What follows belongs to an exercise in optimizing a design on an open flow for small area and a short achievable clock period; a production flow would make more cautious choices.
Only simulation tests tie the RTL to the original design; equivalence was not proved.

v6:
==> flow/design.v <==
package stream_fifo_pkg;
	typedef logic [15:0] sample_t;
	typedef struct packed {
		sample_t hi;
		sample_t lo;
	} sample_pair_t;
	typedef logic [31:0] word_count_t;
endpackage
module stream_fifo_top (
	input  logic                          ti_clk,
	input  logic                          reset,
	input  logic                          sample_wr,
	input  stream_fifo_pkg::sample_t      sample_in,
	input  logic                          word_rd,
	output stream_fifo_pkg::sample_pair_t word_out,
	output logic                          block_rdy,
	output stream_fifo_pkg::word_count_t  fill_count
);
	localparam int NROW = 10;
	localparam int NCOL = 8;
	logic [31:0] mem [NROW*NCOL];
	logic [NROW-1:0] wr_row, rd_row;    
	logic [NCOL-1:0] wr_col, rd_col;    
	logic            wr_half;           
	logic [4:0] in_cnt;      
	logic [6:0] st_cnt;      
	logic [3:0] out_cnt;     
	logic       last_wr;     
	logic       last_rd;     
	logic [7:0] fill;
	logic in_full;
	logic do_write, do_read;
	logic write_ok, read_ok, mv_wr, mv_rd;
	assign in_full  = (in_cnt == 5'd16);
	assign do_write = sample_wr && !in_full;
	assign do_read  = word_rd && (out_cnt != 4'd0);
	assign write_ok = (in_cnt >= 5'd2) && (st_cnt != 7'd64);
	assign read_ok  = (st_cnt != 7'd0) && (out_cnt != 4'd8) && !last_rd;
	assign mv_rd    = read_ok && (!write_ok || last_wr);
	assign mv_wr    = write_ok && !mv_rd;
	logic [NCOL-1:0] wcol_lo, wcol_hi;
	for (genvar r = 0; r < NROW; r++) begin : g_row
		for (genvar c = 0; c < NCOL; c++) begin : g_col
			always_ff @(posedge ti_clk) begin
				if (wr_row[r] && wcol_lo[c]) mem[r*NCOL+c][15:0]  <= sample_in;
				if (wr_row[r] && wcol_hi[c]) mem[r*NCOL+c][31:16] <= sample_in;
			end
		end
	end
	logic [31:0] row_word [NROW];
	logic [31:0] head;
	always_comb begin
		for (int r = 0; r < NROW; r++) begin
			row_word[r] = '0;
			for (int c = 0; c < NCOL; c++) begin
				row_word[r] = row_word[r] | (mem[r*NCOL+c] & {32{rd_col[c]}});
			end
		end
		head = '0;
		for (int r = 0; r < NROW; r++) begin
			head = head | (row_word[r] & {32{rd_row[r]}});
		end
	end
	logic [4:0]      in_cnt_d;
	logic            half_d;
	logic [NCOL-1:0] col_d;
	assign in_cnt_d = in_cnt + 5'(do_write) - (mv_wr ? 5'd2 : 5'd0);
	assign half_d   = do_write ? !wr_half : wr_half;
	assign col_d    = (do_write && wr_half) ? {wr_col[NCOL-2:0], wr_col[NCOL-1]} : wr_col;
	always_ff @(posedge ti_clk) begin
		if (reset) begin
			wcol_lo <= NCOL'(1);
			wcol_hi <= '0;
		end else begin
			wcol_lo <= (in_cnt_d != 5'd16 && !half_d) ? col_d : '0;
			wcol_hi <= (in_cnt_d != 5'd16 &&  half_d) ? col_d : '0;
		end
	end
	always_ff @(posedge ti_clk) begin
		if (reset) begin
			wr_row    <= NROW'(1);
			wr_col    <= NCOL'(1);
			wr_half   <= 1'b0;
			rd_row    <= NROW'(1);
			rd_col    <= NCOL'(1);
			in_cnt    <= '0;
			st_cnt    <= '0;
			out_cnt   <= '0;
			last_wr   <= 1'b0;
			last_rd   <= 1'b0;
			fill      <= '0;
			word_out  <= '0;
			block_rdy <= 1'b0;
		end else begin
			wr_half <= half_d;
			wr_col  <= col_d;
			if (do_write && wr_half && wr_col[NCOL-1]) wr_row <= {wr_row[NROW-2:0], wr_row[NROW-1]};
			if (do_read) begin
				word_out <= head;
				rd_col   <= {rd_col[NCOL-2:0], rd_col[NCOL-1]};
				if (rd_col[NCOL-1]) rd_row <= {rd_row[NROW-2:0], rd_row[NROW-1]};
			end
			in_cnt  <= in_cnt_d;
			st_cnt  <= st_cnt + 7'(mv_wr) - 7'(mv_rd);
			out_cnt <= out_cnt + 4'(last_rd) - 4'(do_read);
			last_wr <= mv_wr;
			last_rd <= mv_rd;
			case ({do_write, do_read})
				2'b10:   fill <= fill + 8'd1;
				2'b01:   fill <= fill - 8'd2;
				2'b11:   fill <= fill - 8'd1;
				default: fill <= fill;
			endcase
			block_rdy <= (out_cnt >= 4'd4);
		end
	end
	assign fill_count = {24'd0, fill};
endmodule
==> flow/config.mk <==
export PLATFORM = sky130hd
export DESIGN_NAME = stream_fifo_top
export DESIGN_NICKNAME = stream_fifo_top
export VERILOG_FILES = /design/flow/design.v
export SDC_FILE = /design/flow/constraint.sdc
export NUM_CORES = 4
export LEC_CHECK = 0
export CAP_MARGIN = 20
export CORE_MARGIN = 2
export CORE_UTILIZATION = 60
export CTS_CLUSTER_DIAMETER = 100
export CTS_CLUSTER_SIZE = 25
export SETUP_SLACK_MARGIN = 5
export SLEW_MARGIN = 20
export TNS_END_PERCENT = 5
==> flow/constraint.sdc <==
create_clock -name core_clock -period 8.0 [get_ports {ti_clk}]
set_input_delay 1.6000 -clock core_clock [delete_from_list [all_inputs] [get_ports {ti_clk}]]
set_output_delay 1.6000 -clock core_clock [all_outputs]
set_load 0.01 [all_outputs]
run.sh (not shown) runs the stock make flow with config.mk's settings and CLKGATE_MAP_FILE= SYNTH_SCRIPT=/design/flow/synth_recipe.tcl, a recipe that flattens the netlist after the stock synthesis.
The following lists how v19 was set up differently from v6:
==> flow/design.v <==
package stream_fifo_pkg;
	typedef logic [15:0] sample_t;
	typedef struct packed {
		sample_t hi;
		sample_t lo;
	} sample_pair_t;
	typedef logic [31:0] word_count_t;
endpackage
module stream_fifo_top (
	input  logic                          ti_clk,
	input  logic                          reset,
	input  logic                          sample_wr,
	input  stream_fifo_pkg::sample_t      sample_in,
	input  logic                          word_rd,
	output stream_fifo_pkg::sample_pair_t word_out,
	output logic                          block_rdy,
	output stream_fifo_pkg::word_count_t  fill_count
);
	localparam int NROW = 10;
	localparam int NCOL = 8;
	logic [31:0] mem [NROW*NCOL];
	logic [NROW-1:0] wr_row;            
	logic [NCOL-1:0] wr_col;            
	logic [NROW*NCOL-1:0] rd_sel;       
	logic            wr_half;           
	logic [4:0] in_cnt;      
	logic [6:0] st_cnt;      
	logic [3:0] out_cnt;     
	logic       last_wr;     
	logic       last_rd;     
	logic [7:0] fill;
	logic in_full;
	logic do_write, do_read;
	logic write_ok, read_ok, mv_wr, mv_rd;
	assign in_full  = (in_cnt == 5'd16);
	assign do_write = sample_wr && !in_full;
	assign do_read  = word_rd && (out_cnt != 4'd0);
	assign write_ok = (in_cnt >= 5'd2) && (st_cnt != 7'd64);
	assign read_ok  = (st_cnt != 7'd0) && (out_cnt != 4'd8) && !last_rd;
	assign mv_rd    = read_ok && (!write_ok || last_wr);
	assign mv_wr    = write_ok && !mv_rd;
	logic [NCOL-1:0] wcol_lo, wcol_hi;
	assign wcol_lo = !in_full && !wr_half ? wr_col : '0;
	assign wcol_hi = !in_full &&  wr_half ? wr_col : '0;
	for (genvar r = 0; r < NROW; r++) begin : g_row
		for (genvar c = 0; c < NCOL; c++) begin : g_col
			always_ff @(posedge ti_clk) begin
				if (wr_row[r] && wcol_lo[c]) mem[r*NCOL+c][15:0]  <= sample_in;
				if (wr_row[r] && wcol_hi[c]) mem[r*NCOL+c][31:16] <= sample_in;
			end
		end
	end
	logic [31:0] head;
	always_comb begin
		head = '0;
		for (int i = 0; i < NROW*NCOL; i++) begin
			head = head | (mem[i] & {32{rd_sel[i]}});
		end
	end
	always_ff @(posedge ti_clk) begin
		if (reset) begin
			wr_row    <= NROW'(1);
			wr_col    <= NCOL'(1);
			wr_half   <= 1'b0;
			rd_sel    <= (NROW*NCOL)'(1);
			in_cnt    <= '0;
			st_cnt    <= '0;
			out_cnt   <= '0;
			last_wr   <= 1'b0;
			last_rd   <= 1'b0;
			fill      <= '0;
			word_out  <= '0;
			block_rdy <= 1'b0;
		end else begin
			if (do_write) begin
				wr_half <= !wr_half;
				if (wr_half) begin
					wr_col <= {wr_col[NCOL-2:0], wr_col[NCOL-1]};
					if (wr_col[NCOL-1]) wr_row <= {wr_row[NROW-2:0], wr_row[NROW-1]};
				end
			end
			if (do_read) begin
				word_out <= head;
				rd_sel <= {rd_sel[NROW*NCOL-2:0], rd_sel[NROW*NCOL-1]};
			end
			in_cnt  <= in_cnt + 5'(do_write) - (mv_wr ? 5'd2 : 5'd0);
			st_cnt  <= st_cnt + 7'(mv_wr) - 7'(mv_rd);
			out_cnt <= out_cnt + 4'(last_rd) - 4'(do_read);
			last_wr <= mv_wr;
			last_rd <= mv_rd;
			case ({do_write, do_read})
				2'b10:   fill <= fill + 8'd1;
				2'b01:   fill <= fill - 8'd2;
				2'b11:   fill <= fill - 8'd1;
				default: fill <= fill;
			endcase
			block_rdy <= (out_cnt >= 4'd4);
		end
	end
	assign fill_count = {24'd0, fill};
endmodule
--- outcome ---
v19 vs. v6: highest net fanout along the worst path went down by 58.
The area added between synthesis and finish number comes out lower for v19 vs v6.
The data required time of the worst path in v19 was lower than what v6 gave.
When v19 is set beside v6, its critical path depth turns out to be 1 smaller.
Setup slack: v19 less than v6
In the flow results for v6 and v19, the flip-flop and latch share of the layout cell area is smaller on v6.
Die extent in x was higher in the run labelled v19.
Of v6 and v19, the run reporting the higher met2 wire length was v19.

separate check: timing with driven ports:
No port has a modelled driver above. Below, the same layouts with a new extraction and two added sets of constraints.
Step 1, drivers: a clkbuf_16 drives ti_clk and a buf_2 each remaining input, both assumed.
Step 2 moves the port delays by t, midway between the first and last clock arrival at a register: inputs arrive t later, outputs are due t later. That takes back most of the time a late clock gives input paths.
Slacks: ideal ports / drivers / drivers and shift; pairs: ideal ports / drivers.
run | shift t [ns] | setup WS [ns] | worst setup path after step 2
v6 | 0.871 | 4.761 / 4.755 / 4.076 | input to register
v19 | 0.903 | 4.475 / 4.475 / 4.080 | input to register
After both steps setup and hold are still met in every run listed. For v6, which loses most, drivers alone change the setup slack by -0.006 ns; drivers and shift together by -0.685 ns.
